This is an optimization exercise on Yosys and OpenROAD, whose aim is small area and few clock cycles per item, not a production implementation.
RTL that was checked went through simulation tests only; none was proved equivalent to the original.
The RTL of runs 2, 3, 5 and 6 was laid out without a check of its function.
No activity file was given, so power comes from the tool's default toggle rates.

==> flow/design.v <==
`timescale 1ns/1ps
module flit_fifo
#(
   parameter int BUF_DEPTH = 4,
   parameter int DATA_W    = 64
)
(
   input  logic              io_clk_inter,
   input  logic              rst_n_inter_sync_f,
   input  logic              push_i,
   input  logic [DATA_W-1:0] push_data_i,
   input  logic              pop_i,
   output logic [DATA_W-1:0] head_o,
   output logic              empty_o,
   output logic              full_o
);
   localparam int PTR_W = (BUF_DEPTH > 1) ? $clog2(BUF_DEPTH) : 1;
   localparam int CNT_W = $clog2(BUF_DEPTH + 1);
   logic [DATA_W-1:0] mem [0:BUF_DEPTH-1];
   logic [PTR_W-1:0]  rd_ptr;
   logic [PTR_W-1:0]  wr_ptr;
   logic [PTR_W-1:0]  rd_ptr_nxt;
   logic [PTR_W-1:0]  wr_ptr_nxt;
   logic [CNT_W-1:0]  count;
   logic              do_push;
   logic              do_pop;
   assign rd_ptr_nxt = (rd_ptr == PTR_W'(BUF_DEPTH - 1)) ? '0 : rd_ptr + 1'b1;
   assign wr_ptr_nxt = (wr_ptr == PTR_W'(BUF_DEPTH - 1)) ? '0 : wr_ptr + 1'b1;
   assign empty_o = (count == '0);
   assign full_o  = (count == CNT_W'(BUF_DEPTH));
   assign do_pop  = pop_i && !empty_o;
   assign do_push = push_i && (!full_o || do_pop);
   assign head_o  = mem[rd_ptr];
   always_ff @(posedge io_clk_inter)
   begin
      if (do_push)
      begin
         mem[wr_ptr] <= push_data_i;
      end
   end
   always_ff @(posedge io_clk_inter)
   begin
      if (!rst_n_inter_sync_f)
      begin
         rd_ptr <= '0;
         wr_ptr <= '0;
         count  <= '0;
      end
      else
      begin
         if (do_push)
         begin
            wr_ptr <= wr_ptr_nxt;
         end
         if (do_pop)
         begin
            rd_ptr <= rd_ptr_nxt;
         end
         if (do_push && !do_pop)
         begin
            count <= count + 1'b1;
         end
         else if (do_pop && !do_push)
         begin
            count <= count - 1'b1;
         end
      end
   end
endmodule
`timescale 1ns/1ps
module valrdy_to_credit
#(
   parameter int BUF_DEPTH = 4,
   parameter int CREDITS   = 4,
   parameter int DATA_W    = 64
)
(
   input  logic              io_clk_inter,
   input  logic              rst_n_inter_sync_f,
   input  logic              in_valid_i,
   input  logic [DATA_W-1:0] in_data_i,
   output logic              in_ready_o,
   output logic              out_valid_o,
   output logic [DATA_W-1:0] out_data_o,
   input  logic              out_yummy_i
);
   localparam int CRED_W = $clog2(CREDITS + 1);
   logic [DATA_W-1:0] head;
   logic              empty;
   logic              full;
   logic              send;
   logic [CRED_W-1:0] credit_cnt;
   assign in_ready_o = !full;
   assign send        = !empty && (credit_cnt != '0);
   assign out_valid_o = send;
   assign out_data_o  = head;
   flit_fifo #(
      .BUF_DEPTH (BUF_DEPTH),
      .DATA_W    (DATA_W)
   ) u_buf (
      .io_clk_inter       (io_clk_inter),
      .rst_n_inter_sync_f (rst_n_inter_sync_f),
      .push_i             (in_valid_i && !full),
      .push_data_i        (in_data_i),
      .pop_i              (send),
      .head_o             (head),
      .empty_o            (empty),
      .full_o             (full)
   );
   always_ff @(posedge io_clk_inter)
   begin
      if (!rst_n_inter_sync_f)
      begin
         credit_cnt <= CRED_W'(CREDITS);
      end
      else
      begin
         if (out_yummy_i && !send)
         begin
            if (credit_cnt != CRED_W'(CREDITS))
            begin
               credit_cnt <= credit_cnt + 1'b1;
            end
         end
         else if (send && !out_yummy_i)
         begin
            credit_cnt <= credit_cnt - 1'b1;
         end
      end
   end
endmodule
`timescale 1ns/1ps
module credit_to_valrdy
#(
   parameter int BUF_DEPTH = 4,
   parameter int DATA_W    = 64
)
(
   input  logic              io_clk_inter,
   input  logic              rst_n_inter_sync_f,
   input  logic              in_valid_i,
   input  logic [DATA_W-1:0] in_data_i,
   output logic              in_yummy_o,
   output logic              out_valid_o,
   output logic [DATA_W-1:0] out_data_o,
   input  logic              out_ready_i
);
   logic [DATA_W-1:0] head;
   logic              empty;
   logic              xfer;
   logic              yummy_q;
   assign out_valid_o = !empty;
   assign out_data_o  = head;
   assign xfer        = !empty && out_ready_i;
   assign in_yummy_o  = yummy_q;
   flit_fifo #(
      .BUF_DEPTH (BUF_DEPTH),
      .DATA_W    (DATA_W)
   ) u_buf (
      .io_clk_inter       (io_clk_inter),
      .rst_n_inter_sync_f (rst_n_inter_sync_f),
      .push_i             (in_valid_i),
      .push_data_i        (in_data_i),
      .pop_i              (xfer),
      .head_o             (head),
      .empty_o            (empty),
      .full_o             ()
   );
   always_ff @(posedge io_clk_inter)
   begin
      if (!rst_n_inter_sync_f)
      begin
         yummy_q <= 1'b0;
      end
      else
      begin
         yummy_q <= xfer;
      end
   end
endmodule
`timescale 1ns/1ps
module chip_noc_port
#(
   parameter int BUF_DEPTH = 4,
   parameter int CREDITS   = 4
)
(
   input  logic          io_clk_inter,
   input  logic          rst_n_inter_sync_f,
   input  logic [2:0]    offchip_in_valid_i,
   input  logic [191:0]  offchip_in_data_i,
   output logic [2:0]    offchip_in_ready_o,
   output logic [2:0]    tile_in_valid_o,
   output logic [191:0]  tile_in_data_o,
   input  logic [2:0]    tile_in_yummy_i,
   input  logic [2:0]    tile_out_valid_i,
   input  logic [191:0]  tile_out_data_i,
   output logic [2:0]    tile_out_yummy_o,
   output logic [2:0]    offchip_out_valid_o,
   output logic [191:0]  offchip_out_data_o,
   input  logic [2:0]    offchip_out_ready_i
);
   for (genvar ch = 0; ch < 3; ch++)
   begin : g_chan
      valrdy_to_credit #(
         .BUF_DEPTH (BUF_DEPTH),
         .CREDITS   (CREDITS),
         .DATA_W    (64)
      ) u_v2c (
         .io_clk_inter       (io_clk_inter),
         .rst_n_inter_sync_f (rst_n_inter_sync_f),
         .in_valid_i         (offchip_in_valid_i[ch]),
         .in_data_i          (offchip_in_data_i[64*ch +: 64]),
         .in_ready_o         (offchip_in_ready_o[ch]),
         .out_valid_o        (tile_in_valid_o[ch]),
         .out_data_o         (tile_in_data_o[64*ch +: 64]),
         .out_yummy_i        (tile_in_yummy_i[ch])
      );
      credit_to_valrdy #(
         .BUF_DEPTH (BUF_DEPTH),
         .DATA_W    (64)
      ) u_c2v (
         .io_clk_inter       (io_clk_inter),
         .rst_n_inter_sync_f (rst_n_inter_sync_f),
         .in_valid_i         (tile_out_valid_i[ch]),
         .in_data_i          (tile_out_data_i[64*ch +: 64]),
         .in_yummy_o         (tile_out_yummy_o[ch]),
         .out_valid_o        (offchip_out_valid_o[ch]),
         .out_data_o         (offchip_out_data_o[64*ch +: 64]),
         .out_ready_i        (offchip_out_ready_i[ch])
      );
   end
endmodule
==> flow/run.sh <==
#!/bin/bash
# synth_recipe.tcl (not shown) runs the flow's synth.tcl, then flattens the netlist and writes it again
# the make line also repeats each setting of config.mk as NAME=value (left out here)
make -C /OpenROAD-flow-scripts/flow DESIGN_CONFIG=/design/flow/config.mk WORK_HOME=/design/flow/orfs CLKGATE_MAP_FILE= SYNTH_SCRIPT=/design/flow/synth_recipe.tcl finish
==> flow/config.mk <==
export PLATFORM = sky130hd
export DESIGN_NAME = chip_noc_port
export DESIGN_NICKNAME = chip_noc_port
export VERILOG_FILES = /design/flow/design.v
export SDC_FILE = /design/flow/constraint.sdc
export NUM_CORES = 4
export LEC_CHECK = 0
export CAP_MARGIN = 20
export CORE_MARGIN = 2
export CORE_UTILIZATION = 40
export PLACE_DENSITY = 0.6
export SLEW_MARGIN = 20
==> flow/constraint.sdc <==
create_clock -name core_clock -period 5.0 [get_ports {io_clk_inter}]
set_input_delay 1.0000 -clock core_clock [delete_from_list [all_inputs] [get_ports {io_clk_inter}]]
set_output_delay 1.0000 -clock core_clock [all_outputs]
set_load 0.01 [all_outputs]
==> qor.txt, run 1 <==
status - complete, no violations
number of detailed-route iterations in the first pass - 5
clk buf depth - 3
vias - 27600
clock slew at reported path FFs - 0.06 ns
Post-Syn Area per Cell - 24.7 um^2
Row Count - 140
slowest CP cell - dfxtp_2
wire per inst - 25.4 um
share of post-route cells with drive strength above 1 - 0.207
number of port buffers - 793
Die Width - 387 um
post-place setup slack - 1.27 ns
CP Launch Type - flop
Final #Nets - 3725
critical path endpoint category - output pin
worst skew pair latency - 0.79 ns
worst setup margin - 0.825 ns
setup violators final - 0
top-count cell post-synth - edfxtp_1
Detailed Route WL - 136000 um
non-filler instance count after layout - 5354
DRC - 0
post-route setup TNS - 0 ns
Pleak - 23.7 nW
CTS Sinks - 1602
GRT Util Overall - 0.179
post-synth top area cell - edfxtp_1
Ys Warns - 3
Starting Density - 0.403
M2 GR Usage - 0.306
Async SR Flop Fraction - 0
CTS tree - done
vias in the first global route - 29400
ys flop type - edfxtp_1
Area contributors post-synth - edfxtp_1 78%, mux4_2 15%, dfxtp_1 2.2%
dpl cells - 5032
crit path DAT - 3.17 ns
placed wire-length estimate - 89500 um
Core ar. - 146000 um^2
initial antenna violation count - 30
Critical Path RT - 4.00 ns
Routed Antenna Nets - 0
first-pass GRT wire length - 199000 um
worst path cell trace - buf_4 > mux4_2 > clkdlybuf4s50_1
CTS resizes - 0
Final min period - 4.17 ns
via/cell ratio - 5.16
hold violation count in the final report - 0
Critical Setup Path Class - reg -> out
top fanout value on the critical path - 29
clock buffer count from CTS - 165
global route hottest layer - met2
CTS Root Cell - clkbuf_16
max cap viols - 0
cell area after synthesis - 58800 um^2
Post-CTS Setup Inserts - 0
sequential share of the synthesized area - 0.807
maximum clock frequency - 0.240 GHz
Die H - 387 um
setup slack, reg-to-reg - 2.42 ns
# H-tree levels - 4
Layout Area Growth over Synthesis - 26.4%
RSZ-0062 raised after global routing - no
maximum VDD drop - 0.346 mV
met1 GRT Util - 0.218
Crit path max-delay family - buffers and inverters
routability-driven placement congestion ratio - 0.773
initial detailed-routing violation count - 1860
Core Util, Final - 0.510
Post-synth EDFFs - 1536
highest cell delay on the worst timing path - 0.93 ns
Power Density - 514 nW/um^2
post-synthesis cell type count - 44
synthesis-stage register bit count - 1602
share of the synthesized area in the top cell type - 0.785
Hold-fix buffers, CTS - 0
Worst-Margin Slew - 1.05 ns
Commonest cells post-synth - 1536 x edfxtp_1, 384 x mux4_2, 66 x dfxtp_1, 42 x nand2_1, 41 x buf_4
Final Max Slew Viols - 0
GRT overflow - 0
Die Area - 150000 um^2
Top Ports - 794
slew margin rel. - 0.299
skew final - 0.0420 ns
net count after synthesis - 2826
largest net degree at the start of global routing - 65
Tcrit/Tclk final - 0.835
Worst Hold Class - reg -> reg
cells after synthesis - 2383
Tot Pwr - 38.2 mW
worst path bufs/invs - 2
met3 usage - 0.0527
## worst register-to-register path, delay by kind of cell, from the launching register on
kind            cells  cell delay (ns)
simple gates        1             0.89
compound gates      1             0.56
flops               1             0.41
buf+inv             1             0.33
## logic make-up (layout without fill, tap and decap cells)
group                      count (synthesis)  in the layout  share of synthesized area
adders and majority gates                 45             45                     0.0107
muxes                                    408            408                      0.151
DFF                                     1602           1602                      0.807
xor gates and xnor gates                  15             15                    0.00224
buffers and inverters                    140           1174                     0.0122
AOI/OAI and AO/OA                         43             43                    0.00494
and+or+nand+nor                          130            130                     0.0110
other                                      0             20                          0
## where the power goes
group | switching (mW) | internal [mW] | total, mW
Sequential | 0.820 | 16.0 | 16.8
Clock | 4.99 | 6.59 | 11.6
Combinational | 4.41 | 5.37 | 9.77
## final timing paths
check                                  startpoint                              end  cells after the start
setup / recovery                             flop           offchip_out_data_o[36]                      3
hold / removal    g_chan[1].u_c2v.u_buf.rd_ptr[1]                             flop                      2
setup reg to reg   g_chan[0].u_c2v.u_buf.count[0]  g_chan[0].u_c2v.u_buf.mem[1][7]                      3
hold reg to reg   g_chan[1].u_c2v.u_buf.rd_ptr[1]                             flop                      2
## metal layers
| metal | vias up | share of wire |
|---|---|---|
| li1 | 11900 | - |
| met1 | 14600 | 0.38 |
| met2 | 871 | 0.52 |
| met3 | 201 | 0.073 |
| met4 | 22 | 0.026 |
| met5 | - | 0.0011 |
## placed cells by master, fill, tap and decap left out, drive strengths merged, types with 18 or more instances in the layout
cell type      Yosys  routed
clkbuf            13     210
clkdlybuf4s50      0     793
edfxtp          1536    1536
nand2             43      43
buf               96      48
or3               18      18
mux2i             19      19
inv               31      38
mux4             384     384
nor2              28      28
ha                36      36
diode              0      20
dfxtp             66      66
a21oi             22      22
clkinv             0      75
## area by class of cell
cell class | instances | area (um^2)
Inverter | 31 | 121
Clock inverter | 92 | 758
Timing Repair Buffer | 841 | 8460
Clock buffer | 210 | 4380
Fill cell | 11400 | 71500
Multi-Input combinational cell | 641 | 10600
Sequential cell | 1602 | 47500
Antenna cell | 20 | 50.0
Tap cell | 1917 | 2400
## per-stage QoR
stage / area, um^2 / hold slack (ns)
6_report: 74300 / 0.491
5_1_grt: 74300 / 0.512
4_1_cts: 74200 / 0.488
3_5_place_dp: 69100 / 0.474
3_3_place_gp: 69100 / 0.458
2_1_floorplan: 58800 / 0.454
## registers in the layout (all words and copies together), names as in the netlist, named ones only
register                   flops
g_chan.u_c2v.u_buf.count       9
g_chan.u_c2v.u_buf.mem       768
g_chan.u_c2v.u_buf.rd_ptr      6
g_chan.u_c2v.u_buf.wr_ptr      6
g_chan.u_c2v.yummy_q           3
g_chan.u_v2c.credit_cnt        9
g_chan.u_v2c.u_buf.count       9
g_chan.u_v2c.u_buf.mem       768
g_chan.u_v2c.u_buf.rd_ptr      6
g_chan.u_v2c.u_buf.wr_ptr      6
Testbench counts, summed over its fixed seeds: cycles 4,106, flits 19,200.
==> inputs of run 2 (changes only) <==
--- a/flow/design.v
+++ b/flow/design.v
@@ -16,25 +16,29 @@
 );
    localparam int PTR_W = (BUF_DEPTH > 1) ? $clog2(BUF_DEPTH) : 1;
-   localparam int CNT_W = $clog2(BUF_DEPTH + 1);
    logic [DATA_W-1:0] mem [0:BUF_DEPTH-1];
-   logic [PTR_W-1:0]  rd_ptr;
-   logic [PTR_W-1:0]  wr_ptr;
-   logic [PTR_W-1:0]  rd_ptr_nxt;
-   logic [PTR_W-1:0]  wr_ptr_nxt;
-   logic [CNT_W-1:0]  count;
+   logic [PTR_W:0]    rd_ptr;
+   logic [PTR_W:0]    wr_ptr;
    logic              do_push;
    logic              do_pop;
-   assign rd_ptr_nxt = (rd_ptr == PTR_W'(BUF_DEPTH - 1)) ? '0 : rd_ptr + 1'b1;
-   assign wr_ptr_nxt = (wr_ptr == PTR_W'(BUF_DEPTH - 1)) ? '0 : wr_ptr + 1'b1;
-   assign empty_o = (count == '0);
-   assign full_o  = (count == CNT_W'(BUF_DEPTH));
+   assign empty_o = (rd_ptr == wr_ptr);
+   assign full_o  = (rd_ptr[PTR_W-1:0] == wr_ptr[PTR_W-1:0]) &&
+                    (rd_ptr[PTR_W] != wr_ptr[PTR_W]);
    assign do_pop  = pop_i && !empty_o;
    assign do_push = push_i && (!full_o || do_pop);
-   assign head_o  = mem[rd_ptr];
+   logic [BUF_DEPTH-1:0] rd_sel;
+   always_comb
+   begin
+      head_o = '0;
+      for (int i = 0; i < BUF_DEPTH; i++)
+      begin
+         rd_sel[i] = (rd_ptr[PTR_W-1:0] == PTR_W'(i));
+         head_o    = head_o | (mem[i] & {DATA_W{rd_sel[i]}});
+      end
+   end
    always_ff @(posedge io_clk_inter)
    begin
       if (do_push)
       begin
-         mem[wr_ptr] <= push_data_i;
+         mem[wr_ptr[PTR_W-1:0]] <= push_data_i;
       end
    end
@@ -45,5 +49,4 @@
          rd_ptr <= '0;
          wr_ptr <= '0;
-         count  <= '0;
       end
       else
@@ -51,17 +54,9 @@
          if (do_push)
          begin
-            wr_ptr <= wr_ptr_nxt;
+            wr_ptr <= wr_ptr + 1'b1;
          end
          if (do_pop)
          begin
-            rd_ptr <= rd_ptr_nxt;
-         end
-         if (do_push && !do_pop)
-         begin
-            count <= count + 1'b1;
-         end
-         else if (do_pop && !do_push)
-         begin
-            count <= count - 1'b1;
+            rd_ptr <= rd_ptr + 1'b1;
          end
       end
@@ -86,26 +81,10 @@
 );
    localparam int CRED_W = $clog2(CREDITS + 1);
-   logic [DATA_W-1:0] head;
-   logic              empty;
-   logic              full;
    logic              send;
    logic [CRED_W-1:0] credit_cnt;
-   assign in_ready_o = !full;
-   assign send        = !empty && (credit_cnt != '0);
+   assign in_ready_o  = (credit_cnt != '0);
+   assign send        = in_valid_i && in_ready_o;
    assign out_valid_o = send;
-   assign out_data_o  = head;
-   flit_fifo #(
-      .BUF_DEPTH (BUF_DEPTH),
-      .DATA_W    (DATA_W)
-   ) u_buf (
-      .io_clk_inter       (io_clk_inter),
-      .rst_n_inter_sync_f (rst_n_inter_sync_f),
-      .push_i             (in_valid_i && !full),
-      .push_data_i        (in_data_i),
-      .pop_i              (send),
-      .head_o             (head),
-      .empty_o            (empty),
-      .full_o             (full)
-   );
+   assign out_data_o  = in_data_i;
    always_ff @(posedge io_clk_inter)
    begin
@@ -149,9 +128,8 @@
    logic              empty;
    logic              xfer;
-   logic              yummy_q;
    assign out_valid_o = !empty;
    assign out_data_o  = head;
    assign xfer        = !empty && out_ready_i;
-   assign in_yummy_o  = yummy_q;
+   assign in_yummy_o  = xfer;
    flit_fifo #(
       .BUF_DEPTH (BUF_DEPTH),
@@ -167,15 +145,4 @@
       .full_o             ()
    );
-   always_ff @(posedge io_clk_inter)
-   begin
-      if (!rst_n_inter_sync_f)
-      begin
-         yummy_q <= 1'b0;
-      end
-      else
-      begin
-         yummy_q <= xfer;
-      end
-   end
 endmodule
 `timescale 1ns/1ps
--- a/flow/config.mk
+++ b/flow/config.mk
@@ -9,4 +9,5 @@
 export CORE_MARGIN = 2
 export CORE_UTILIZATION = 40
+export CTS_BUF_LIST = sky130_fd_sc_hd__clkbuf_4
 export PLACE_DENSITY = 0.6
 export SLEW_MARGIN = 20
==> qor.txt, run 2 <==
Tcrit/Tclk final - 0.883
max reg flops - 768
Starting Density - 0.404
Area contributors post-synth - edfxtp_1 75%, a22oi_1 9.4%, buf_4 5.0%
WHS - 0.518 ns
top fanout value on the critical path - 64
clock buffer count from CTS - 195
Final #Nets - 2638
# H-tree levels - 4
Detailed Route WL - 90700 um
Power Density - 436 nW/um^2
Ys Warns - 2
cell area after synthesis - 30800 um^2
Worst Hold Class - reg -> reg
Post-synth EDFFs - 768
skew final - 0.0739 ns
share of the synthesized area in the top cell type - 0.750
status - complete, no violations
largest net degree at the start of global routing - 67
placed wire-length estimate - 58900 um
Row Count - 101
worst setup margin - 0.584 ns
Top Ports - 794
hold violation count in the final report - 0
Die H - 281 um
wire per inst - 26.6 um
Critical Path RT - 4.00 ns
Core ar. - 76100 um^2
DRC - 0
CTS Root Cell - clkbuf_4
net count after synthesis - 2308
vias - 18100
Final Max Slew Viols - 0
maximum VDD drop - 0.251 mV
highest cell delay on the worst timing path - 0.79 ns
GRT overflow - 0
first-pass GRT wire length - 126000 um
crit path DAT - 3.42 ns
via/cell ratio - 5.31
top-count cell post-synth - edfxtp_1
post-synth top area cell - edfxtp_1
Hold-fix buffers, CTS - 0
number of port buffers - 409
maximum clock frequency - 0.226 GHz
Worst-Margin Slew - 1.05 ns
routability-driven placement congestion ratio - 0.797
post-synthesis cell type count - 35
CP Launch Type - flop
Async SR Flop Fraction - 0
worst path cell trace - inv_1 > ha_4 > a22oi_1 > nand2_1 > clkdlybuf4s50_1
slowest CP cell - ha_4
CTS Sinks - 795
RSZ-0062 raised after global routing - no
initial antenna violation count - 35
Commonest cells post-synth - 768 x edfxtp_1, 384 x a22oi_1, 231 x nand2_1, 204 x buf_4, 48 x buf_1
post-route setup TNS - 0 ns
cells after synthesis - 1883
global route hottest layer - met2
max cap viols - 0
Die Width - 281 um
met1 GRT Util - 0.246
CTS tree - done
post-place setup slack - 1.27 ns
Fillers - 6493
M2 GR Usage - 0.341
setup violators final - 0
Placement Cell Area - 34700 um^2
clk buf depth - 3
share of post-route cells with drive strength above 1 - 0.159
met3 usage - 0.138
critical path endpoint category - output pin
Die Area - 79100 um^2
synthesis-stage register bit count - 795
clock slew at reported path FFs - 0.06 ns
Pleak - 12.5 nW
Routed Antenna Nets - 0
Layout Area Growth over Synthesis - 21.1%
Critical Setup Path Class - reg -> out
slew margin rel. - 0.298
vias in the first global route - 18100
number of detailed-route iterations in the first pass - 5
most frequent cells in the layout - 768 x edfxtp_1, 408 x clkdlybuf4s50_1, 384 x a22oi_1
GRT Util Overall - 0.224
Post-CTS Setup Inserts - 0
Finished Cell Area - 37200 um^2
most common cell after layout, fill and taps aside - edfxtp_1
Final min period - 4.42 ns
initial detailed-routing violation count - 1444
Post-Syn Area per Cell - 16.3 um^2
ys flop type - edfxtp_1
CTS resizes - 0
worst skew pair latency - 0.99 ns
sequential share of the synthesized area - 0.768
run 2: final timing paths:
path / startpoint / endpoint / slack [ns] / cells past startpoint
max: g_chan[1].u_c2v.u_buf.rd_ptr[0] / offchip_out_data_o[91] / 0.58 / 5
min: g_chan[1].u_c2v.u_buf.wr_ptr[2] / g_chan[1].u_c2v.u_buf.wr_ptr[2] / 0.52 / 2
max reg2reg: g_chan[2].u_c2v.u_buf.rd_ptr[0] / g_chan[2].u_c2v.u_buf.mem[0][43] / 2.51 / 4
min reg2reg: g_chan[1].u_c2v.u_buf.wr_ptr[2] / g_chan[1].u_c2v.u_buf.wr_ptr[2] / 0.52 / 2
run 2: per-stage QoR:
step	power [mW]	util	std cells
finish	16.2	0.489	3415
global route	17.0	0.489	3410
floorplan	9.43	-	1883
detailed placement	11.1	0.456	3046
CTS	16.4	0.489	3405
global placement	11.1	0.456	3046
run 2: area by class of cell:
| class | instances | area (um^2) | share of cell area |
|---|---|---|---|
| well taps | 1030 | 1290 | 0.0346 |
| clock buffers | 291 | 2180 | 0.0587 |
| diodes | 10 | 25.0 | 0.000672 |
| clock inverters | 68 | 337 | 0.00904 |
| inverters | 27 | 101 | 0.00272 |
| multi-input cells | 762 | 5250 | 0.141 |
| repair buffers | 432 | 4440 | 0.119 |
| flip-flops and latches | 795 | 23600 | 0.634 |
run 2: report_power, final:
part / total, mW / internal (mW) / switching (mW) / leakage [nW]
logic: 3.17 / 1.43 / 1.74 / 3.73
registers: 7.77 / 7.65 / 0.123 / 7.27
clock network: 5.27 / 2.73 / 2.53 / 1.50
total: 16.2 / 11.8 / 4.40 / 12.5
run 2: cell families after synthesis:
| kind of cell | synth area share |
|---|---|
| XOR/XNOR | 0.00684 |
| AND/OR/NAND/NOR | 0.0367 |
| multiplexers | 0.00488 |
| AO/OA/AOI/OAI | 0.107 |
| buffers and inverters | 0.0655 |
| flip-flops | 0.768 |
| adder cells (fa/ha/maj) | 0.0117 |
run 2: metal layers:
layer | vias up | share of wire
met3 | 285 | 0.14
met4 | 22 | 0.045
met2 | 972 | 0.46
met5 | - | 0.0036
met1 | 8910 | 0.35
li1 | 7943 | -
run 2: critical path, delay by kind of cell, from the launching register on:
family	cells	cell delay [ns]
flip-flops	1	0.41
buffers and inverters	2	0.79
AO/OA/AOI/OAI	1	0.22
AND/OR/NAND/NOR	1	0.18
adder cells (fa/ha/maj)	1	0.79
==> inputs of run 3 (changes only) <==
--- a/flow/config.mk
+++ b/flow/config.mk
@@ -9,5 +9,5 @@
 export CORE_MARGIN = 2
 export CORE_UTILIZATION = 40
-export CTS_BUF_LIST = sky130_fd_sc_hd__clkbuf_4
+export CTS_BUF_LIST = sky130_fd_sc_hd__clkbuf_8
 export PLACE_DENSITY = 0.6
 export SLEW_MARGIN = 20
==> qor.txt, run 3 <==
status - complete, no violations
max cap viols - 0
largest net degree at the start of global routing - 67
Commonest cells post-synth - 768 x edfxtp_1, 384 x a22oi_1, 231 x nand2_1, 204 x buf_4, 48 x buf_1
routability-driven placement congestion ratio - 0.797
Starting Density - 0.404
number of port buffers - 409
share of the synthesized area in the top cell type - 0.750
# H-tree levels - 4
post-synthesis cell type count - 35
wire per inst - 27.6 um
Top Ports - 794
highest cell delay on the worst timing path - 0.60 ns
slew margin rel. - 0.303
CTS Sinks - 795
max reg flops - 768
Worst-Margin Slew - 1.05 ns
Finished Cell Area - 37000 um^2
net count after synthesis - 2308
Core Util, Final - 0.487
Detailed Route WL - 90500 um
most common cell after layout, fill and taps aside - edfxtp_1
initial antenna violation count - 36
Tot Pwr - 16.1 mW
post-synth top area cell - edfxtp_1
Core ar. - 76100 um^2
crit path DAT - 3.19 ns
Critical Path RT - 4.00 ns
skew final - 0.0436 ns
slowest CP cell - clkdlybuf4s50_1
CTS resizes - 0
Die Area - 79100 um^2
Row Count - 101
most frequent cells in the layout - 768 x edfxtp_1, 408 x clkdlybuf4s50_1, 384 x a22oi_1
Layout Area Growth over Synthesis - 20.4%
Post-CTS Setup Inserts - 0
Critical Setup Path Class - reg -> out
CTS tree - done
sequential cell area - 23600 um^2
area of the multi-input gates - 5250 um^2
setup violators final - 0
GRT overflow - 0
Power Density - 433 nW/um^2
vias in the first global route - 17500
Worst Hold Class - reg -> reg
Fillers - 6425
CP Launch Type - flop
setup slack, reg-to-reg - 2.49 ns
Final #Nets - 2574
clk buf depth - 3
number of detailed-route iterations in the first pass - 5
Die H - 281 um
placed wire-length estimate - 58900 um
cell area after synthesis - 30800 um^2
maximum clock frequency - 0.239 GHz
Hold-fix buffers, CTS - 0
clock buffer count from CTS - 131
Final min period - 4.19 ns
sequential share of the synthesized area - 0.768
Tcrit/Tclk final - 0.838
Crit path max-delay family - buffers and inverters
RSZ-0062 raised after global routing - no
via/cell ratio - 5.40
Die Width - 281 um
cells after synthesis - 1883
synthesis-stage register bit count - 795
maximum VDD drop - 0.289 mV
clock slew at reported path FFs - 0.06 ns
vias - 17700
initial detailed-routing violation count - 1322
Area contributors post-synth - edfxtp_1 75%, a22oi_1 9.4%, buf_4 5.0%
Routed Antenna Nets - 0
worst path cell trace - inv_1 > ha_2 > buf_4 > a22oi_1 > nand2_1 > clkdlybuf4s50_1
top fanout value on the critical path - 31
DRC - 0
Placement Cell Area - 34700 um^2
critical path endpoint category - output pin
Pleak - 12.3 nW
CTS Root Cell - clkbuf_8
post-route setup TNS - 0 ns
Post-synth EDFFs - 768
GRT Util Overall - 0.224
ys flop type - edfxtp_1
share of post-route cells with drive strength above 1 - 0.0990
hold violation count in the final report - 0
first-pass GRT wire length - 125000 um
Post-Syn Area per Cell - 16.3 um^2
Final Max Slew Viols - 0
worst path bufs/invs - 3
top-count cell post-synth - edfxtp_1
worst skew pair latency - 0.78 ns
Async SR Flop Fraction - 0
Ys Warns - 2
## run 3: worst register-to-register path: stages, from the launching register on
cell	delay, ns
dfxtp_1	0.52
xnor2_2	0.20
a41oi_2	0.37
and2_2	0.67
buf_12	0.34
## run 3: metal layers
| layer | part of all wire | GRT usage | vias to the layer above |
|---|---|---|---|
| li1 | - | - | 7675 |
| met1 | 0.35 | 0.249 | 8811 |
| met2 | 0.46 | 0.340 | 922 |
| met3 | 0.14 | 0.137 | 282 |
| met4 | 0.044 | 0.100 | 26 |
| met5 | 0.0045 | 0.0131 | - |
## run 3: power breakdown
part	switching, mW	leakage [nW]	internal [mW]
Sequential	0.122	7.27	7.66
Combinational	1.74	3.73	1.43
Clock	2.51	1.34	2.59
Total	4.37	12.3	11.7
## run 3: final cells by class
cell class	instances	share of cell area
Inverter	27	0.00274
Tap cell	1030	0.0348
Clock inverter	93	0.0137
Multi-Input combinational cell	762	0.142
Antenna cell	8	0.000541
Timing Repair Buffer	432	0.120
Sequential cell	795	0.637
Clock buffer	133	0.0494
## run 3: final timing paths
check,endpoint,startpoint,cells past startpoint
worst min-delay path,g_chan[1].u_c2v.u_buf.wr_ptr[2],g_chan[1].u_c2v.u_buf.wr_ptr[2],2
worst max-delay path,offchip_out_data_o[56],g_chan[0].u_c2v.u_buf.rd_ptr[0],6
worst min register to register,g_chan[1].u_c2v.u_buf.wr_ptr[2],g_chan[1].u_c2v.u_buf.wr_ptr[2],2
worst max register to register,g_chan[1].u_c2v.u_buf.mem[1][13],g_chan[1].u_c2v.u_buf.rd_ptr[0],4
## run 3: cells by family after synthesis
kind of cell / synth area share
DFF: 0.768
AOI/OAI and AO/OA: 0.107
buffers and inverters: 0.0655
and+or+nand+nor: 0.0367
adders and majority gates: 0.0117
xor gates and xnor gates: 0.00684
muxes: 0.00488
## run 3: per-stage QoR
stage                     setup WS, ns  std cells  hold WS, ns
final                            0.809       3280        0.516
after global routing             0.595       3276        0.561
after CTS                        0.660       3272        0.516
after detailed placement          1.27       3046        0.507
after global placement            1.27       3046        0.497
after floorplan                   1.58       1883        0.478
==> inputs of run 4 (changes only) <==
--- a/flow/design.v
+++ b/flow/design.v
@@ -26,14 +26,5 @@
    assign do_pop  = pop_i && !empty_o;
    assign do_push = push_i && (!full_o || do_pop);
-   logic [BUF_DEPTH-1:0] rd_sel;
-   always_comb
-   begin
-      head_o = '0;
-      for (int i = 0; i < BUF_DEPTH; i++)
-      begin
-         rd_sel[i] = (rd_ptr[PTR_W-1:0] == PTR_W'(i));
-         head_o    = head_o | (mem[i] & {DATA_W{rd_sel[i]}});
-      end
-   end
+   assign head_o  = mem[rd_ptr[PTR_W-1:0]];
    always_ff @(posedge io_clk_inter)
    begin
--- a/flow/config.mk
+++ b/flow/config.mk
@@ -9,5 +9,4 @@
 export CORE_MARGIN = 2
 export CORE_UTILIZATION = 40
-export CTS_BUF_LIST = sky130_fd_sc_hd__clkbuf_8
 export PLACE_DENSITY = 0.6
 export SLEW_MARGIN = 20
==> qor.txt, run 4 <==
top fanout value on the critical path - 43
share of post-route cells with drive strength above 1 - 0.200
vias in the first global route - 15400
via/cell ratio - 5.23
Starting Density - 0.402
worst skew pair latency - 0.63 ns
clk buf depth - 3
CTS tree - done
sequential share of the synthesized area - 0.751
clock share of power - 0.366
switching power of the nets - 4.01 mW
most frequent cells in the layout - 768 x edfxtp_1, 408 x clkdlybuf4s50_1, 174 x mux4_2
Power Density - 440 nW/um^2
cell area after synthesis - 31600 um^2
Worst-Margin Slew - 1.12 ns
Die Width - 285 um
number of port buffers - 409
Die H - 285 um
GRT overflow - 0
crit path DAT - 2.99 ns
net count after synthesis - 1866
routability-driven placement congestion ratio - 0.784
Core ar. - 78600 um^2
Core Util, Final - 0.486
clock buffer count from CTS - 84
R2R Path Start - g_chan[1].u_c2v.u_buf.wr_ptr[0]
dpl cells - 2676
Final min period - 3.99 ns
clock slew at reported path FFs - 0.05 ns
hold violation count in the final report - 0
largest net degree at the start of global routing - 66
DRC - 0
max cap viols - 0
wire per inst - 28.4 um
post-synth top area cell - edfxtp_1
non-filler instance count after layout - 2839
top-count cell post-synth - edfxtp_1
Pleak - 12.1 nW
Ys Warns - 2
cells after synthesis - 1450
Post-synth EDFFs - 768
Row Count - 103
Final Max Slew Viols - 0
Final #Nets - 2129
sequential share of power - 0.476
ys flop type - edfxtp_1
initial detailed-routing violation count - 1181
Post-CTS Setup Inserts - 0
max reg flops - 768
Sw Share - 0.239
HP Start - g_chan[0].u_c2v.u_buf.wr_ptr[2]
CTS Root Cell - clkbuf_16
maximum VDD drop - 0.258 mV
Detailed Route WL - 80500 um
critical path endpoint category - output pin
Top Ports - 794
CTS resizes - 0
skew final - 0.0384 ns
initial antenna violation count - 17
status - complete, no violations
synthesis-stage register bit count - 801
Routed Antenna Nets - 0
placed wire-length estimate - 55200 um
Fillers - 6418
CTS Sinks - 801
slew margin rel. - 0.254
CP Launch Type - flop
most common cell after layout, fill and taps aside - edfxtp_1
Die Area - 81200 um^2
Layout Area Growth over Synthesis - 20.9%
setup violators final - 0
Area contributors post-synth - edfxtp_1 73%, mux4_2 12%, buf_4 4.9%
post-synthesis cell type count - 36
number of detailed-route iterations in the first pass - 5
first-pass GRT wire length - 113000 um
vias - 14900
Power Internal - 12.8 mW
Async SR Flop Fraction - 0
GRT Util Overall - 0.195
maximum clock frequency - 0.251 GHz
Critical Setup Path Class - reg -> out
Critical Path RT - 4.00 ns
share of the synthesized area in the top cell type - 0.730
logic gate share of total power - 0.158
Hold-fix buffers, CTS - 0
Post-Syn Area per Cell - 21.8 um^2
Commonest cells post-synth - 768 x edfxtp_1, 205 x buf_4, 174 x mux4_2, 36 x nand2_1, 33 x dfxtp_1
post-route setup TNS - 0 ns
Worst Hold Class - reg -> reg
Tcrit/Tclk final - 0.797
# H-tree levels - 3
RSZ-0062 raised after global routing - no
-- run 4: power groups by stage --
stage                     Clock (mW)  Combinational [mW]  Sequential (mW)
final                           6.15                2.65             7.99
after global routing            6.59                2.80             8.04
after CTS                       6.31                2.71             8.01
after detailed placement           0                2.69             8.15
after global placement             0                2.67             8.13
after floorplan                    0                1.67             7.95
-- run 4: worst paths after layout --
kind | endpoint | slack [ns] | cells past startpoint
worst max-delay path | offchip_out_data_o[154] | 1.01 | 3
worst min-delay path | g_chan[0].u_c2v.u_buf.wr_ptr[2] | 0.51 | 2
worst max register to register | g_chan[1].u_c2v.u_buf.mem[1][6] | 2.54 | 4
worst min register to register | g_chan[0].u_c2v.u_buf.wr_ptr[2] | 0.51 | 2
-- run 4: critical path, stage by stage, from the launching register on --
cell and delay (ns):
dfxtp_4 0.93, buf_4 0.36, mux4_1 0.56, clkdlybuf4s50_1 0.49
-- run 4: per-stage QoR --
step / hold slack (ns) / area, um^2 / worst slack (ns) / total power [mW]
floorplan: 0.478 / 31600 / 1.58 / 9.61
global placement: 0.496 / 35400 / 1.39 / 10.8
detailed placement: 0.502 / 35400 / 1.35 / 10.8
CTS: 0.509 / 38100 / 0.863 / 17.0
global route: 0.546 / 38200 / 0.771 / 17.4
finish: 0.509 / 38200 / 1.01 / 16.8
-- run 4: metal layers --
metal  wire length, um  GRT usage  part of all wire
met5               266     0.0221            0.0033
met4              2180     0.0671             0.027
met3              9280     0.0980              0.12
met2             39900      0.317              0.50
met1             28900      0.223              0.36
-- run 4: kinds of logic after synthesis --
family	Yosys count	synth area share
xor gates and xnor gates	18	0.00642
DFF	801	0.751
and+or+nand+nor	83	0.0132
muxes	210	0.145
AOI/OAI and AO/OA	42	0.0134
adders and majority gates	18	0.00784
buffers and inverters	278	0.0635
-- run 4: final cells by class --
class	count	area, um^2	area share
Clock inverter	48	557	0.0146
Multi-Input combinational cell	371	5910	0.155
Sequential cell	801	23700	0.622
Antenna cell	6	15.0	0.000393
Timing Repair Buffer	433	4360	0.114
Clock buffer	108	2200	0.0577
Tap cell	1050	1310	0.0344
Inverter	22	82.6	0.00216
Testbench counts of run 4, summed over its fixed seeds: cycles 4,103, flits 19,200.
==> inputs of run 5 (changes only) <==
--- a/flow/design.v
+++ b/flow/design.v
@@ -26,5 +26,14 @@
    assign do_pop  = pop_i && !empty_o;
    assign do_push = push_i && (!full_o || do_pop);
-   assign head_o  = mem[rd_ptr[PTR_W-1:0]];
+   logic [BUF_DEPTH-1:0] rd_sel;
+   always_comb
+   begin
+      head_o = '0;
+      for (int i = 0; i < BUF_DEPTH; i++)
+      begin
+         rd_sel[i] = (rd_ptr[PTR_W-1:0] == PTR_W'(i));
+         head_o    = head_o | (mem[i] & {DATA_W{rd_sel[i]}});
+      end
+   end
    always_ff @(posedge io_clk_inter)
    begin
==> flow/flow/run.sh (new file) <==
#!/bin/bash
# The standard layout (the standard.sh, unchanged synthesis and steps), with
# two settings changed through ORFS's own variables:
#  - port buffers use the smallest plain buffer (buf_1) instead of the cell
#    buffer_ports picks by default (clkdlybuf4s50_1); every port still gets one;
#  - clock tree synthesis uses a smaller clock buffer list and no dummy loads.
set -euo pipefail
export BUFFER_PORTS_ARGS="-buffer_cell sky130_fd_sc_hd__buf_1"
export CTS_ARGS="-sink_clustering_enable -repair_clock_nets -dont_use_dummy_load -buf_list sky130_fd_sc_hd__clkbuf_8 -sink_clustering_size 16 -sink_clustering_max_diameter 100"
bash standard.sh finish > flow_make.log 2>&1
==> flow/standard.sh (new file) <==
#!/bin/bash
# synth_recipe.tcl (not shown) runs the flow's synth.tcl, then flattens the netlist and writes it again
# the make line also repeats each setting of config.mk as NAME=value (left out here)
make -C /OpenROAD-flow-scripts/flow DESIGN_CONFIG=/design/flow/config.mk WORK_HOME=/design/flow/orfs CLKGATE_MAP_FILE= SYNTH_SCRIPT=/design/flow/synth_recipe.tcl "${@:-finish}"
removed: flow/run.sh
==> qor.txt, run 5 <==
status - complete, no violations
# H-tree levels - 2
highest cell delay on the worst timing path - 0.93 ns
Die Width - 281 um
CP Launch Type - flop
post-synthesis cell type count - 35
sequential share of the synthesized area - 0.768
clk buf depth - 3
worst path bufs/invs - 2
DRC - 0
Power Density - 399 nW/um^2
first-pass GRT wire length - 122000 um
worst path cell trace - ha_2 > buf_4 > a22oi_1 > nand2_1 > buf_1
Layout Area Growth over Synthesis - 6.68%
Sw Share - 0.286
met1 GRT Util - 0.251
worst setup margin - 1.11 ns
Post-CTS Setup Inserts - 0
Detailed Route WL - 88700 um
net count after synthesis - 2308
Row Count - 101
Top Ports - 794
M2 GR Usage - 0.330
maximum clock frequency - 0.257 GHz
post-route setup TNS - 0 ns
Die H - 281 um
Routed Antenna Nets - 0
clock slew at reported path FFs - 0.10 ns
top-count cell post-synth - edfxtp_1
Final #Nets - 2501
routability-driven placement congestion ratio - 0.852
worst skew pair latency - 0.66 ns
Hold-fix buffers, CTS - 0
GRT overflow - 0
CTS resizes - 0
Pleak - 10.3 nW
Final Max Slew Viols - 0
clock share of power - 0.222
top fanout value on the critical path - 42
post-synth top area cell - edfxtp_1
Power Internal - 9.35 mW
GRT Util Overall - 0.216
Commonest cells post-synth - 768 x edfxtp_1, 384 x a22oi_1, 231 x nand2_1, 204 x buf_4, 48 x buf_1
Worst Hold Class - reg -> reg
logic gate share of total power - 0.184
share of post-route cells with drive strength above 1 - 0.0603
via/cell ratio - 5.52
number of detailed-route iterations in the first pass - 5
Die Area - 79100 um^2
vias in the first global route - 16800
number of port buffers - 409
Ys Warns - 2
hold violation count in the final report - 0
cells after synthesis - 1883
Post-Syn Area per Cell - 16.3 um^2
Worst-Margin Slew - 1.08 ns
skew final - 0.0460 ns
Critical Setup Path Class - reg -> out
clock buffer count from CTS - 56
max cap viols - 0
RSZ-0062 raised after global routing - no
slowest CP cell - ha_2
setup violators final - 0
largest net degree at the start of global routing - 67
CTS Sinks - 795
CTS Root Cell - clkbuf_8
cell area after synthesis - 30800 um^2
switching power of the nets - 3.74 mW
Post-synth EDFFs - 768
CTS tree - done
WHS - 0.517 ns
maximum VDD drop - 0.264 mV
Async SR Flop Fraction - 0
critical path endpoint category - output pin
Crit path max-delay family - adder cells
non-filler instance count after layout - 3120
initial antenna violation count - 47
crit path DAT - 2.89 ns
placed wire-length estimate - 60600 um
most frequent cells in the layout - 768 x edfxtp_1, 408 x buf_1, 384 x a22oi_1
Tcrit/Tclk final - 0.779
global route hottest layer - met2
sequential share of power - 0.593
Core ar. - 76100 um^2
slew margin rel. - 0.283
vias - 17200
met3 usage - 0.117
max reg flops - 768
share of the synthesized area in the top cell type - 0.750
dpl cells - 3048
most common cell after layout, fill and taps aside - edfxtp_1
Area contributors post-synth - edfxtp_1 75%, a22oi_1 9.4%, buf_4 5.0%
wire per inst - 28.4 um
Final min period - 3.89 ns
Starting Density - 0.404
Critical Path RT - 4.00 ns
initial detailed-routing violation count - 1576
post-place setup slack - 1.79 ns
synthesis-stage register bit count - 795
ys flop type - edfxtp_1
## run 5: cell count changes in the layout (fill, tap and decap cells not counted), moves of 8 or more
| cell | change |
|---|---|
| diode_2 | +10 |
| clkinv_1 | -12 |
| ha_2 | +8 |
| a22oi_1 | +384 |
| clkinv_2 | -14 |
| mux4_1 | -18 |
| buf_1 | +408 |
| nand2_1 | +195 |
| clkbuf_8 | +55 |
| bufinv_16 | -8 |
| mux4_2 | -174 |
| clkbuf_16 | -84 |
| clkdlybuf4s50_1 | -408 |
| clkbuf_1 | -23 |
## run 5: worst register-to-register path: stages, from the launching register on
cell and delay [ns]:
dfxtp_1 0.50, xnor2_2 0.19, a41oi_2 0.32, and2_2 0.60
buf_4 0.66
## run 5: path summary, 6_finish.rpt
kind | from | endpoint | slack, ns | cells after the start
min reg2reg | g_chan[0].u_c2v.u_buf.wr_ptr[2] | g_chan[0].u_c2v.u_buf.wr_ptr[2] | 0.52 | 2
min | g_chan[0].u_c2v.u_buf.wr_ptr[2] | g_chan[0].u_c2v.u_buf.wr_ptr[2] | 0.52 | 2
max | g_chan[0].u_c2v.u_buf.rd_ptr[1] | offchip_out_data_o[31] | 1.11 | 5
max reg2reg | g_chan[0].u_c2v.u_buf.wr_ptr[1] | g_chan[0].u_c2v.u_buf.mem[2][4] | 2.33 | 4
## run 5: kinds of logic after synthesis
family | Yosys count | synth area share
fa+ha+maj | 27 | 0.0117
mux | 15 | 0.00488
buf+inv | 326 | 0.0655
simple gates | 275 | 0.0367
compound gates | 427 | 0.107
xor+xnor | 18 | 0.00684
flops | 795 | 0.768
## run 5: cell type report
class                           count  area (um^2)
Multi-Input combinational cell    762         5250
Tap cell                         1030         1290
Antenna cell                       16         40.0
Timing Repair Buffer              434         1750
Sequential cell                   795        23600
Fill cell                        6853        43300
Clock buffer                       56          771
Inverter                           27          101
## run 5: stage by stage
stage / power [mW] / utilization / instance area (um^2)
floorplan: 9.43 / - / 30800
global placement: 10.3 / 0.421 / 32000
detailed placement: 10.4 / 0.421 / 32000
CTS: 13.2 / 0.431 / 32800
global route: 13.7 / 0.431 / 32800
finish: 13.1 / 0.431 / 32800
## run 5: power groups by stage
| stage | sequential (mW) | combinational, mW | clock, mW |
|---|---|---|---|
| after floorplan | 7.90 | 1.53 | 0 |
| after global placement | 7.90 | 2.39 | 0 |
| after detailed placement | 7.92 | 2.43 | 0 |
| after CTS | 7.77 | 2.44 | 3.01 |
| after global routing | 7.80 | 2.63 | 3.22 |
| final | 7.77 | 2.41 | 2.91 |
## run 5: layer usage
| layer | wire (um) | part of all wire |
|---|---|---|
| met3 | 11800 | 0.13 |
| met4 | 3820 | 0.043 |
| met1 | 31700 | 0.36 |
| met2 | 40700 | 0.46 |
| met5 | 570 | 0.0064 |
==> inputs of run 6 (changes only) <==
--- a/flow/config.mk
+++ b/flow/config.mk
@@ -8,5 +8,5 @@
 export CAP_MARGIN = 20
 export CORE_MARGIN = 2
-export CORE_UTILIZATION = 40
-export PLACE_DENSITY = 0.6
+export CORE_UTILIZATION = 60
+export PLACE_DENSITY = 0.7
 export SLEW_MARGIN = 20
==> qor.txt, run 6 <==
status - complete, no violations
Core Util, Final - 0.642
vias - 17800
GRT overflow - 0
sequential share of the synthesized area - 0.768
CTS resizes - 0
Final min period - 3.85 ns
Post-CTS Setup Inserts - 0
Detailed Route WL - 102000 um
logic gate share of total power - 0.186
Row Count - 82
number of detailed-route iterations in the first pass - 5
worst path cell trace - ha_2 > buf_4 > a22oi_1 > nand2_1 > buf_1
Power Density - 405 nW/um^2
# H-tree levels - 2
ys flop type - edfxtp_1
net count after synthesis - 2308
Hold-fix buffers, CTS - 0
Worst Hold Class - reg -> reg
cell area after synthesis - 30800 um^2
DRC - 0
slew margin rel. - 0.302
worst skew pair latency - 0.71 ns
first-pass GRT wire length - 136000 um
Pleak - 10.3 nW
clock slew at reported path FFs - 0.10 ns
max cap viols - 0
share of the synthesized area in the top cell type - 0.750
Post-Syn Area per Cell - 16.3 um^2
maximum VDD drop - 0.321 mV
Tot Pwr - 13.1 mW
Starting Density - 0.610
share of post-route cells with drive strength above 1 - 0.0598
Commonest cells post-synth - 768 x edfxtp_1, 384 x a22oi_1, 231 x nand2_1, 204 x buf_4, 48 x buf_1
synthesis-stage register bit count - 795
CTS Root Cell - clkbuf_8
Final #Nets - 2500
vias in the first global route - 16700
crit path DAT - 2.85 ns
CTS tree - done
initial detailed-routing violation count - 2243
Critical Path RT - 4.00 ns
post-route setup TNS - 0 ns
number of port buffers - 409
GRT Util Overall - 0.378
Power Internal - 9.34 mW
clock share of power - 0.220
clock buffer count from CTS - 55
maximum clock frequency - 0.260 GHz
Die H - 230 um
initial antenna violation count - 54
top fanout value on the critical path - 39
most common cell after layout, fill and taps aside - edfxtp_1
Layout Area Growth over Synthesis - 5.24%
Top Ports - 794
Die Area - 53100 um^2
switching power of the nets - 3.76 mW
CP Launch Type - flop
clk buf depth - 3
Final Max Slew Viols - 0
Sw Share - 0.287
Ys Warns - 2
slowest CP cell - ha_2
most frequent cells in the layout - 768 x edfxtp_1, 408 x buf_1, 384 x a22oi_1
wire per inst - 36.9 um
Routed Antenna Nets - 0
routability-driven placement congestion ratio - 0.957
Async SR Flop Fraction - 0
setup violators final - 0
highest cell delay on the worst timing path - 0.86 ns
largest net degree at the start of global routing - 67
Critical Setup Path Class - reg -> out
worst path bufs/invs - 2
Crit path max-delay family - adder cells
max reg flops - 768
post-synthesis cell type count - 35
Post-synth EDFFs - 768
placed wire-length estimate - 74700 um
RSZ-0062 raised after global routing - no
Core ar. - 50400 um^2
critical path endpoint category - output pin
skew final - 0.0641 ns
via/cell ratio - 6.44
CTS Sinks - 795
hold violation count in the final report - 0
Die Width - 230 um
post-synth top area cell - edfxtp_1
Tcrit/Tclk final - 0.770
Worst-Margin Slew - 1.05 ns
Area contributors post-synth - edfxtp_1 75%, a22oi_1 9.4%, buf_4 5.0%
cells after synthesis - 1883
sequential share of power - 0.594
top-count cell post-synth - edfxtp_1
-- run 6: cell counts after synthesis --
No cell type changed its count.
-- run 6: path summary, 6_finish.rpt --
path / from / to / slack [ns] / cells after the start
min: g_chan[0].u_c2v.u_buf.wr_ptr[2] / g_chan[0].u_c2v.u_buf.wr_ptr[2] / 0.52 / 2
min reg2reg: g_chan[0].u_c2v.u_buf.wr_ptr[2] / g_chan[0].u_c2v.u_buf.wr_ptr[2] / 0.52 / 2
max: g_chan[0].u_c2v.u_buf.rd_ptr[0] / offchip_out_data_o[24] / 1.15 / 5
max reg2reg: g_chan[2].u_c2v.u_buf.rd_ptr[0] / g_chan[2].u_c2v.u_buf.mem[2][18] / 2.60 / 3
-- run 6: metrics by stage --
step	cell area (um^2)	setup slack (ns)	instances	hold slack [ns]
6_report	32400	1.15	2767	0.520
2_1_floorplan	30800	1.58	1883	0.478
4_1_cts	32300	1.12	2745	0.499
5_1_grt	32300	0.970	2750	0.513
3_5_place_dp	31600	1.90	2690	0.507
3_3_place_gp	31600	1.93	2690	0.493
-- run 6: power by group through the flow --
stage | clock network, mW | logic [mW] | registers [mW]
floorplan | 0 | 1.53 | 7.90
finish | 2.88 | 2.44 | 7.77
global placement | 0 | 2.38 | 7.91
CTS | 2.91 | 2.42 | 7.77
global route | 3.12 | 2.62 | 7.80
detailed placement | 0 | 2.42 | 7.93
-- run 6: cell type report --
| type | instances | area, um^2 |
|---|---|---|
| fillers | 3592 | 18000 |
| well taps | 672 | 841 |
| repair buffers | 434 | 1750 |
| clock buffers | 55 | 757 |
| inverters | 27 | 101 |
| multi-input cells | 762 | 5260 |
| diodes | 22 | 55.1 |
| flip-flops and latches | 795 | 23600 |
-- run 6: tightest hold or removal path, cell delays in order (launching register included) --
cell and delay (ns):
dfxtp_1 0.36, nand2_1 0.07, mux2i_1 0.05
-- run 6: logic make-up after synthesis --
| group | Yosys count | synth area share |
|---|---|---|
| compound gates | 427 | 0.107 |
| xor+xnor | 18 | 0.00684 |
| fa+ha+maj | 27 | 0.0117 |
| buf+inv | 326 | 0.0655 |
| flops | 795 | 0.768 |
| mux | 15 | 0.00488 |
| simple gates | 275 | 0.0367 |
-- run 6: routing by layer --
| metal | vias to the layer above | wire (um) | global-route usage | share of wire |
|---|---|---|---|---|
| met5 | - | 752 | 0.0524 | 0.0074 |
| li1 | 7433 | - | - | - |
| met1 | 8848 | 31100 | 0.392 | 0.30 |
| met4 | 62 | 3230 | 0.105 | 0.032 |
| met2 | 1242 | 42500 | 0.513 | 0.42 |
| met3 | 247 | 24700 | 0.393 | 0.24 |
==> inputs of run 7 (changes only) <==
--- a/flow/design.v
+++ b/flow/design.v
@@ -16,15 +16,21 @@
 );
    localparam int PTR_W = (BUF_DEPTH > 1) ? $clog2(BUF_DEPTH) : 1;
-   logic [DATA_W-1:0] mem [0:BUF_DEPTH-1];
-   logic [PTR_W:0]    rd_ptr;
-   logic [PTR_W:0]    wr_ptr;
-   logic              do_push;
-   logic              do_pop;
-   assign empty_o = (rd_ptr == wr_ptr);
-   assign full_o  = (rd_ptr[PTR_W-1:0] == wr_ptr[PTR_W-1:0]) &&
-                    (rd_ptr[PTR_W] != wr_ptr[PTR_W]);
+   logic [DATA_W-1:0]    mem [0:BUF_DEPTH-1];
+   logic [PTR_W-1:0]     rd_ptr;
+   logic [PTR_W-1:0]     wr_ptr;
+   logic [PTR_W-1:0]     rd_ptr_nxt;
+   logic [PTR_W-1:0]     wr_ptr_nxt;
+   logic                 last_push;   
+   logic                 ptr_eq;
+   logic                 do_push;
+   logic                 do_pop;
+   logic [BUF_DEPTH-1:0] rd_sel;
+   assign rd_ptr_nxt = (rd_ptr == PTR_W'(BUF_DEPTH - 1)) ? '0 : rd_ptr + 1'b1;
+   assign wr_ptr_nxt = (wr_ptr == PTR_W'(BUF_DEPTH - 1)) ? '0 : wr_ptr + 1'b1;
+   assign ptr_eq  = (rd_ptr == wr_ptr);
+   assign empty_o = ptr_eq && !last_push;
+   assign full_o  = ptr_eq && last_push;
    assign do_pop  = pop_i && !empty_o;
    assign do_push = push_i && (!full_o || do_pop);
-   logic [BUF_DEPTH-1:0] rd_sel;
    always_comb
    begin
@@ -32,5 +38,5 @@
       for (int i = 0; i < BUF_DEPTH; i++)
       begin
-         rd_sel[i] = (rd_ptr[PTR_W-1:0] == PTR_W'(i));
+         rd_sel[i] = (rd_ptr == PTR_W'(i));
          head_o    = head_o | (mem[i] & {DATA_W{rd_sel[i]}});
       end
@@ -40,5 +46,5 @@
       if (do_push)
       begin
-         mem[wr_ptr[PTR_W-1:0]] <= push_data_i;
+         mem[wr_ptr] <= push_data_i;
       end
    end
@@ -47,6 +53,7 @@
       if (!rst_n_inter_sync_f)
       begin
-         rd_ptr <= '0;
-         wr_ptr <= '0;
+         rd_ptr    <= '0;
+         wr_ptr    <= '0;
+         last_push <= 1'b0;
       end
       else
@@ -54,9 +61,13 @@
          if (do_push)
          begin
-            wr_ptr <= wr_ptr + 1'b1;
+            wr_ptr <= wr_ptr_nxt;
          end
          if (do_pop)
          begin
-            rd_ptr <= rd_ptr + 1'b1;
+            rd_ptr <= rd_ptr_nxt;
+         end
+         if (do_push != do_pop)
+         begin
+            last_push <= do_push;
          end
       end
@@ -82,6 +93,13 @@
    localparam int CRED_W = $clog2(CREDITS + 1);
    logic              send;
-   logic [CRED_W-1:0] credit_cnt;
-   assign in_ready_o  = (credit_cnt != '0);
+   logic [CRED_W-1:0] used;
+   if ((CREDITS & (CREDITS - 1)) == 0)
+   begin : g_pow2
+      assign in_ready_o = !used[CRED_W-1];
+   end
+   else
+   begin : g_any
+      assign in_ready_o = (used != CRED_W'(CREDITS));
+   end
    assign send        = in_valid_i && in_ready_o;
    assign out_valid_o = send;
@@ -91,19 +109,13 @@
       if (!rst_n_inter_sync_f)
       begin
-         credit_cnt <= CRED_W'(CREDITS);
-      end
-      else
-      begin
-         if (out_yummy_i && !send)
-         begin
-            if (credit_cnt != CRED_W'(CREDITS))
-            begin
-               credit_cnt <= credit_cnt + 1'b1;
-            end
-         end
-         else if (send && !out_yummy_i)
-         begin
-            credit_cnt <= credit_cnt - 1'b1;
-         end
+         used <= '0;
+      end
+      else if (send && !out_yummy_i)
+      begin
+         used <= used + 1'b1;
+      end
+      else if (out_yummy_i && !send)
+      begin
+         used <= used - 1'b1;
       end
    end
--- a/flow/config.mk
+++ b/flow/config.mk
@@ -8,5 +8,5 @@
 export CAP_MARGIN = 20
 export CORE_MARGIN = 2
-export CORE_UTILIZATION = 60
-export PLACE_DENSITY = 0.7
+export CORE_UTILIZATION = 40
+export PLACE_DENSITY = 0.6
 export SLEW_MARGIN = 20
==> qor.txt, run 7 <==
Starting Density - 0.406
Hold-fix buffers, CTS - 0
Fillers - 6595
Post-synth EDFFs - 768
CTS Sinks - 792
vias in the first global route - 16600
worst skew pair latency - 0.70 ns
post-route setup TNS - 0 ns
Top Ports - 794
Layout Area Growth over Synthesis - 6.56%
Critical Path RT - 4.00 ns
share of post-route cells with drive strength above 1 - 0.0513
Row Count - 100
HP Start - g_chan[0].u_v2c.used[2]
slew margin rel. - 0.311
skew final - 0.0708 ns
switching power of the nets - 3.42 mW
cell area after synthesis - 30300 um^2
post-synthesis cell type count - 36
WHS - 0.527 ns
setup slack, reg-to-reg - 2.17 ns
non-filler instance count after layout - 3012
status - complete, no violations
routability-driven placement congestion ratio - 0.796
initial detailed-routing violation count - 1602
critical path endpoint category - output pin
share of the synthesized area in the top cell type - 0.761
net count after synthesis - 2260
setup violators final - 0
CTS resizes - 0
CTS Root Cell - clkbuf_8
DRC - 0
max reg flops - 768
RSZ-0062 raised after global routing - no
Power Density - 393 nW/um^2
most common cell after layout, fill and taps aside - edfxtp_1
Area contributors post-synth - edfxtp_1 76%, a22oi_1 9.5%, buf_4 5.1%
max cap viols - 0
dpl cells - 2941
clock slew at reported path FFs - 0.11 ns
Detailed Route WL - 88400 um
GRT overflow - 0
clock share of power - 0.228
Post-CTS Setup Inserts - 0
ys flop type - edfxtp_1
synthesis-stage register bit count - 792
Commonest cells post-synth - 768 x edfxtp_1, 384 x a22oi_1, 204 x buf_4, 192 x nand2_1, 58 x clkbuf_1
Die H - 279 um
first-pass GRT wire length - 121000 um
Tcrit/Tclk final - 0.759
CP Launch Type - flop
Ys Warns - 2
clk buf depth - 3
number of port buffers - 409
maximum clock frequency - 0.263 GHz
via/cell ratio - 5.59
Critical Setup Path Class - reg -> out
Die Width - 279 um
worst setup margin - 1.20 ns
vias - 16800
Die Area - 78000 um^2
most frequent cells in the layout - 768 x edfxtp_1, 409 x buf_1, 384 x a22oi_1
cells after synthesis - 1832
CP Launch Point - g_chan[0].u_c2v.u_buf.rd_ptr[0]
Worst Hold Class - reg -> reg
initial antenna violation count - 42
post-synth top area cell - edfxtp_1
Power Internal - 9.26 mW
top fanout value on the critical path - 64
crit path DAT - 2.80 ns
largest net degree at the start of global routing - 66
clock buffer count from CTS - 56
Post-Syn Area per Cell - 16.5 um^2
logic gate share of total power - 0.156
Final min period - 3.80 ns
Pleak - 10.3 nW
Routed Antenna Nets - 0
maximum VDD drop - 0.252 mV
hold violation count in the final report - 0
top-count cell post-synth - edfxtp_1
sequential share of power - 0.616
registers with the highest flip-flop counts - g_chan.u_c2v.u_buf.mem (768), g_chan.u_v2c.used (9)
Final #Nets - 2458
number of detailed-route iterations in the first pass - 7
sequential share of the synthesized area - 0.777
Worst-Margin Slew - 1.03 ns
Sw Share - 0.270
Core ar. - 74700 um^2
placed wire-length estimate - 60200 um
CTS tree - done
# H-tree levels - 2
wire per inst - 29.3 um
GRT Util Overall - 0.219
Final Max Slew Viols - 0
R2R Path Start - g_chan[0].u_c2v.u_buf.rd_ptr[0]
post-place setup slack - 1.84 ns
Async SR Flop Fraction - 0
==> run 7: cell count changes after synthesis, sizes merged, moves of 8 or more <==
cell     before  now
clkbuf       30   58
nor4          0    9
mux2i        15    3
nor2          3   12
buf         269  233
nand2       231  192
xnor2        12    0
o2111ai       8    0
==> run 7: layout make-up <==
class / instances / area (um^2) / share of cell area
diodes: 15 / 37.5 / 0.00116
inverters: 31 / 116 / 0.00360
well taps: 969 / 1210 / 0.0376
clock buffers: 56 / 771 / 0.0239
multi-input cells: 718 / 4910 / 0.152
flip-flops and latches: 792 / 23500 / 0.729
repair buffers: 431 / 1700 / 0.0527
==> run 7: worst max-delay path: stages, from the launching register on <==
cell     delay [ns]
dfxtp_1        0.45
inv_1          0.22
ha_4           0.75
a22oi_1        0.22
nand2_1        0.21
buf_1          0.20
==> run 7: power by group through the flow <==
| stage | Sequential (mW) | Combinational (mW) | Clock (mW) |
|---|---|---|---|
| finish | 7.81 | 1.98 | 2.89 |
| global placement | 7.94 | 1.97 | 0 |
| CTS | 7.81 | 2.00 | 3.00 |
| detailed placement | 7.96 | 2.00 | 0 |
| global route | 7.85 | 2.17 | 3.19 |
| floorplan | 7.94 | 1.28 | 0 |
==> run 7: final timing paths <==
kind / to / cells after the start
worst max-delay path: offchip_out_data_o[14] / 5
worst min-delay path: g_chan[0].u_v2c.used[2] / 2
worst max register to register: g_chan[0].u_c2v.u_buf.mem[3][45] / 4
worst min register to register: g_chan[0].u_v2c.used[2] / 2
==> run 7: through the flow <==
step / total power, mW / utilization / cell area, um^2
final: 12.7 / 0.432 / 32300
after global routing: 13.2 / 0.432 / 32300
after CTS: 12.8 / 0.432 / 32200
after detailed placement: 9.96 / 0.421 / 31500
after global placement: 9.91 / 0.421 / 31500
after floorplan: 9.23 / - / 30300
==> run 7: layer usage <==
| metal | global-route usage | part of all wire |
|---|---|---|
| met1 | 0.257 | 0.36 |
| met2 | 0.315 | 0.44 |
| met3 | 0.143 | 0.16 |
| met4 | 0.0815 | 0.040 |
| met5 | 0.0375 | 0.0075 |
==> run 7: cells by family after synthesis <==
family          count (synthesis)  synth area share
fa+ha+maj                      30            0.0131
xor+xnor                       12           0.00347
compound gates                426             0.106
buf+inv                       322            0.0652
flops                         792             0.777
simple gates                  247            0.0340
mux                             3          0.000991
Testbench counts of run 7, summed over its fixed seeds: cycles 4,103, flits 19,200.
==> inputs of run 8 (changes only) <==
--- a/flow/design.v
+++ b/flow/design.v
@@ -96,9 +96,9 @@
    if ((CREDITS & (CREDITS - 1)) == 0)
    begin : g_pow2
-      assign in_ready_o = !used[CRED_W-1];
+      assign in_ready_o = !used[CRED_W-1] || out_yummy_i;
    end
    else
    begin : g_any
-      assign in_ready_o = (used != CRED_W'(CREDITS));
+      assign in_ready_o = (used != CRED_W'(CREDITS)) || out_yummy_i;
    end
    assign send        = in_valid_i && in_ready_o;
==> qor.txt, run 8 <==
Async SR Flop Fraction - 0
ys flop type - edfxtp_1
post-synthesis xor/xnor area fraction - 0.00347
initial antenna violation count - 28
WHS - 0.494 ns
skew final - 0.107 ns
vias in the first global route - 16500
complex-gate fraction of the synthesized area - 0.106
crit path DAT - 2.98 ns
most common cell after layout, fill and taps aside - edfxtp_1
share of the synthesized area in the top cell type - 0.761
GRT Util Overall - 0.225
clock share of power - 0.229
worst path cell trace - inv_1 > ha_2 > buf_4 > a22oi_1 > nand2_1 > buf_1
Worst-Margin Slew - 1.09 ns
Row Count - 100
registers with the highest flip-flop counts - g_chan.u_c2v.u_buf.mem (768), g_chan.u_v2c.used (9)
clk buf depth - 3
Commonest cells post-synth - 768 x edfxtp_1, 384 x a22oi_1, 204 x buf_4, 195 x nand2_1, 60 x clkbuf_1
most frequent cells in the layout - 768 x edfxtp_1, 409 x buf_1, 384 x a22oi_1
max cap viols - 0
Crit path max-delay family - adder cells
post-synthesis cell type count - 35
Ys Warns - 2
Hold-fix buffers, CTS - 0
Area contributors post-synth - edfxtp_1 76%, a22oi_1 9.5%, buf_4 5.1%
RSZ-0062 raised after global routing - no
CP Launch Type - flop
worst path bufs/invs - 3
DR WL met2 - 41000 um
Final Max Slew Viols - 0
cells after synthesis - 1832
sequential share of power - 0.618
Pleak - 10.4 nW
Post-synth EDFFs - 768
Layout Area Growth over Synthesis - 6.75%
setup violators final - 0
Routed Antenna Nets - 0
switching power of the nets - 3.38 mW
multiplexer share of the synthesized area - 0.000991
post-synth top area cell - edfxtp_1
Finished Cell Area - 32300 um^2
Power Internal - 9.21 mW
Sw Share - 0.268
CP Launch Point - g_chan[2].u_c2v.u_buf.rd_ptr[1]
Die H - 279 um
share of post-route cells with drive strength above 1 - 0.0554
top-count cell post-synth - edfxtp_1
DRT met1 WL - 31200 um
Starting Density - 0.406
synthesis-stage register bit count - 792
HP Start - g_chan[0].u_v2c.used[2]
R2R Path Start - g_chan[0].u_c2v.u_buf.rd_ptr[0]
Detailed Route WL - 91500 um
Die Area - 78000 um^2
sequential share of the synthesized area - 0.777
Post-CTS Setup Inserts - 0
met3 wire len - 15900 um
adder-cell share of the synthesized area - 0.0131
slew margin rel. - 0.272
clock slew at reported path FFs - 0.10 ns
vias - 16900
slowest CP cell - ha_2
Critical Path RT - 4.00 ns
maximum clock frequency - 0.251 GHz
clock buffer count from CTS - 56
largest family of logic cells by synthesized area - compound AO/OA/AOI/OAI gates
Post-Syn Area per Cell - 16.5 um^2
post-route setup TNS - 0 ns
CTS tree - done
worst skew pair latency - 0.69 ns
Final min period - 3.98 ns
maximum VDD drop - 0.228 mV
CTS resizes - 0
Tcrit/Tclk final - 0.797
Critical Setup Path Class - reg -> out
top sig layer - met5
highest cell delay on the worst timing path - 0.91 ns
setup slack, reg-to-reg - 2.11 ns
Placement Cell Area - 31500 um^2
cell area after synthesis - 30300 um^2
status - complete, no violations
GRT overflow - 0
Worst Hold Class - reg -> reg
number of port buffers - 409
placed wire-length estimate - 64400 um
hold violation count in the final report - 0
DRC - 0
number of detailed-route iterations in the first pass - 5
Power Density - 389 nW/um^2
# H-tree levels - 2
net count after synthesis - 2260
simple-gate area share of the yosys netlist - 0.0344
first-pass GRT wire length - 124000 um
critical path endpoint category - output pin
initial detailed-routing violation count - 1485
wire per inst - 30.3 um
Top Ports - 794
max reg flops - 768
via/cell ratio - 5.60
CTS Root Cell - clkbuf_8
run 8: changes by cell type in the layout (fill, tap and decap cells not counted), sizes merged:
| cell | before | now |
|---|---|---|
| buf | 431 | 441 |
| inv | 31 | 28 |
| nand2 | 192 | 195 |
| nor2b | 3 | 0 |
| diode | 15 | 10 |
| and2 | 12 | 15 |
run 8: final timing paths:
kind | endpoint | cells after the start
hold / removal | g_chan[0].u_v2c.used[2] | 2
setup / recovery | offchip_out_data_o[156] | 6
setup reg to reg | g_chan[0].u_c2v.u_buf.mem[2][40] | 4
hold reg to reg | g_chan[0].u_v2c.used[2] | 2
run 8: layout make-up:
type | count | area (um^2)
repair buffers | 441 | 1810
multi-input cells | 721 | 4880
well taps | 969 | 1210
fillers | 6576 | 42400
flip-flops and latches | 792 | 23500
clock buffers | 56 | 771
inverters | 28 | 105
diodes | 10 | 25.0
run 8: logic make-up after synthesis:
group,count (synthesis)
simple gates,250
mux,3
fa+ha+maj,30
buf+inv,319
compound gates,426
xor+xnor,12
flops,792
run 8: worst min-delay path, cell delays in order, from the launching register on:
cell and delay, ns:
dfxtp_1 0.33, o21ai_0 0.07, a21oi_1 0.06
run 8: stage by stage:
step           utilization  power [mW]  setup WS (ns)  std cells
6_report             0.433        12.6           1.02       3017
5_1_grt              0.433        13.1          0.784       3012
4_1_cts              0.433        12.7          0.922       3007
3_5_place_dp         0.422        9.87           1.73       2951
3_3_place_gp         0.422        9.83           1.77       2951
2_1_floorplan            -        9.14           1.74       1832
run 8: power by group through the flow:
stage	Combinational (mW)	Clock (mW)	Sequential [mW]
floorplan	1.21	0	7.92
global placement	1.92	0	7.92
detailed placement	1.94	0	7.94
CTS	1.95	2.98	7.78
global route	2.10	3.19	7.81
finish	1.92	2.89	7.78
run 8: per-layer routing:
layer | vias to the layer above | global-route usage
met5 | - | 0.0256
met4 | 40 | 0.0761
met3 | 159 | 0.162
met2 | 959 | 0.335
met1 | 8456 | 0.249
li1 | 7287 | -
Testbench counts of run 8, summed over its fixed seeds: cycles 4,101, flits 19,200.

Setup slack of run 8, layout unchanged: 1.017 ns with ideal ports, 0.968 ns with driving cells assumed (clock clkbuf_16, inputs buf_2), 1.656 ns with port delays also shifted by the 0.688 ns mid clock arrival.
